What follows belongs to an exercise in optimizing a design on an open flow for small area and a short achievable clock period; a production flow would make more cautious choices. Only simulation tests tie the RTL to the original design; equivalence was not proved.

== the baseline ==
==> flow/design.v (excerpt) <==
module enigma_ir_top (
  input  logic        clk_100_passthrough,
  input  logic        rst_n,
  input  logic        ir_line,
  input  logic        rotor_load,
  input  logic [14:0] rotor_start,
  input  logic [9:0]  rd_addr,
  output logic        cipher_valid,
  output logic [4:0]  cipher_letter,
  output logic        err_valid,
  output logic [1:0]  err_code,
  output logic [10:0] letter_count,
  output logic [4:0]  rd_data
);
For scale: ~4400 cells after synthesis, ~1400 flip-flops, about 54 I/O pins, ~59000 sq um of cells after synthesis.
clock: 27.0 ns
lec_check: 0
cap_margin: 20
core_margin: 2
core_utilization: 40
slew_margin: 20
synth_memory_max_bits: 8192
tns_end_percent: 20
standard.sh (not shown) runs the stock make flow with config.mk's settings and CLKGATE_MAP_FILE= SYNTH_SCRIPT=/design/flow/synth_recipe.tcl, a recipe that flattens the netlist after the stock synthesis.
==> flow/flow/run.sh <==
#!/bin/bash
# The standard layout (the standard.sh: ORFS with the standard synthesis
# and the design's SDC unchanged), with two changes to how it is built:
# - repair_timing keeps improving the slowest paths until they have
#   SETUP_SLACK_MARGIN of slack at the design's clock period;
# - clock tree synthesis clusters the flip-flops into groups of up to 10
#   within 50 um, each driven by a clkbuf_8, under a clkbuf_16 tree.
# make's own output goes to standard_finish.log; each ORFS step logs to
# orfs/logs/.
set -euo pipefail
MARGIN=18.6
CTS="-sink_clustering_enable -repair_clock_nets"
CTS="$CTS -sink_clustering_buffer sky130_fd_sc_hd__clkbuf_8"
CTS="$CTS -sink_clustering_size 10 -sink_clustering_max_diameter 50"
CTS="$CTS -tree_buf sky130_fd_sc_hd__clkbuf_16 -root_buf sky130_fd_sc_hd__clkbuf_16"
bash standard.sh SETUP_SLACK_MARGIN=$MARGIN "CTS_ARGS=$CTS" finish > standard_finish.log 2>&1
test -f out/final.def
The baseline reached the end of the flow, and the finished layout is clean on the timing, DRC and antenna checks.
--- input diff the baseline..the candidate ---
# the baseline
export LEC_CHECK = 0
export CAP_MARGIN = 20
export CORE_MARGIN = 2
export CORE_UTILIZATION = 40
export SLEW_MARGIN = 20
export SYNTH_MEMORY_MAX_BITS = 8192
export TNS_END_PERCENT = 20
create_clock -name core_clock -period 27.0 [get_ports {clk_100_passthrough}]
# the candidate
export LEC_CHECK = 0
export CAP_MARGIN = 20
export CORE_MARGIN = 2
export CORE_UTILIZATION = 40
export SLEW_MARGIN = 20
export SYNTH_MEMORY_MAX_BITS = 8192
create_clock -name core_clock -period 27.0 [get_ports {clk_100_passthrough}]
==> flow/flow/run.sh <==
#!/bin/bash
# The standard layout (the standard.sh: ORFS with the standard synthesis),
# with the design's SDC unchanged. Only the repair steps aim further: the
# setup margin makes repair_timing keep improving the slowest paths until
# they have this much slack at the design's clock period.
set -euo pipefail
MARGIN=19
bash standard.sh SETUP_SLACK_MARGIN=$MARGIN finish > standard_finish.log 2>&1
test -f out/final.def
==> notes.md <==
The candidate reached the final stage; the timing, DRC and antenna checks on its layout passed.
Sort the baseline and the candidate by final clock period utilization by the worst path, descending, and the baseline comes first.
Looking at via count, the candidate sits 1498 above the baseline.
The baseline → the candidate: placer congestion estimate rose by 2.8%, routed wire length went up, core utilization of the finished layout grew by 2.7 points.
From the baseline to the candidate the numbers moved as follows: global-route usage rose by 0.77 points, worst setup slack rose 0.36 ns.

========
== build 4 ==
Starting RTL as in the previous note.
Settings: LEC_CHECK=0, CAP_MARGIN=20, CORE_MARGIN=2, CORE_UTILIZATION=40, SLEW_MARGIN=20, SYNTH_MEMORY_MAX_BITS=8192; clock period 27.0 ns.
==> flow/flow/run.sh <==
#!/bin/bash
# The standard layout (the standard.sh: ORFS with the standard synthesis
# and the design's SDC unchanged), with two changes to how it is built:
# - repair_timing keeps improving the slowest paths until they have
#   SETUP_SLACK_MARGIN of slack at the design's clock period;
# - clock tree synthesis clusters the flip-flops into groups of up to 10
#   within 50 um, each driven by a clkbuf_8, under a clkbuf_16 tree.
# make's own output goes to standard_finish.log; each ORFS step logs to
# orfs/logs/.
set -euo pipefail
MARGIN=19
CTS="-sink_clustering_enable -repair_clock_nets"
CTS="$CTS -sink_clustering_buffer sky130_fd_sc_hd__clkbuf_8"
CTS="$CTS -sink_clustering_size 10 -sink_clustering_max_diameter 50"
CTS="$CTS -tree_buf sky130_fd_sc_hd__clkbuf_16 -root_buf sky130_fd_sc_hd__clkbuf_16"
bash standard.sh SETUP_SLACK_MARGIN=$MARGIN "CTS_ARGS=$CTS" finish > standard_finish.log 2>&1
test -f out/final.def
Per the final summary, build 4 finished and its layout is clean on timing, DRC and antenna.
## Diff of input files: build 40 against build 4
--- a/flow/flow/run.sh
+++ b/flow/flow/run.sh
@@ -10,3 +10,3 @@
 set -euo pipefail
-MARGIN=19
+MARGIN=18.6
 CTS="-sink_clustering_enable -repair_clock_nets"
Results
Re delay of the slowest critical-path stage: build 4 was higher than build 40.
Build 40 vs. build 4: global-route usage now sits lower, sequential portion of the cell area rose 1.8 points.
Endpoint of the worst setup timing path = u_buffer.rd_data[1]: build 4; endpoint of the worst setup timing path = u_buffer.rd_data[3]: build 40
Cell count: build 40 vs build 4 down 111
diff inputs: build 40 => build 66
--- a/flow/flow/run.sh
+++ b/flow/flow/run.sh
@@ -10,3 +10,3 @@
 set -euo pipefail
-MARGIN=18.6
+MARGIN=19.3
 CTS="-sink_clustering_enable -repair_clock_nets"
==> notes.md <==
Compared with build 40, in build 66 routed wire length went up by about 3.7%, met3 routing resource usage after global routing has increased. Overall track demand over capacity in global routing | build 66 above build 40. Diff build 40 -> build 66: final area increased about 5.6%, via count higher.

[port drivers added, routing unchanged]
In the flow no input, the clock included, has a driving cell. The finished layouts below were timed again as built, in two steps. Step 1 assumes that a clkbuf_16 drives the clock port and a buf_2 every other input. Step 2 adds t to the input delays and takes it off the output delays; t is the mean of the earliest and latest rising clock arrival at the registers after step 1. Input paths then give back, and output paths get back, about the clock's delay inside the block. a / b / c = ideal ports / drivers / drivers and shift; a / b = the first two.
run | t (ns) | setup WS [ns] | worst setup path at the end | worst data-port slew with drivers (ns)
the baseline | 0.870 | 18.299 / 18.364 / 17.494 | input to register | 0.05
the candidate | 0.886 | 18.658 / 18.718 / 17.832 | input to register | 0.08
build 4 | 0.883 | 18.590 / 18.657 / 17.773 | input to register | 0.07
build 40 | 0.871 | 18.416 / 18.471 / 17.601 | input to register | 0.05
build 66 | 0.877 | 18.769 / 18.758 / 17.881 | input to register | 0.22
After both steps setup and hold are still met in every run listed. The setup slack of build 66, which loses most, moves by -0.011 ns with the drivers and by -0.888 ns with both steps.
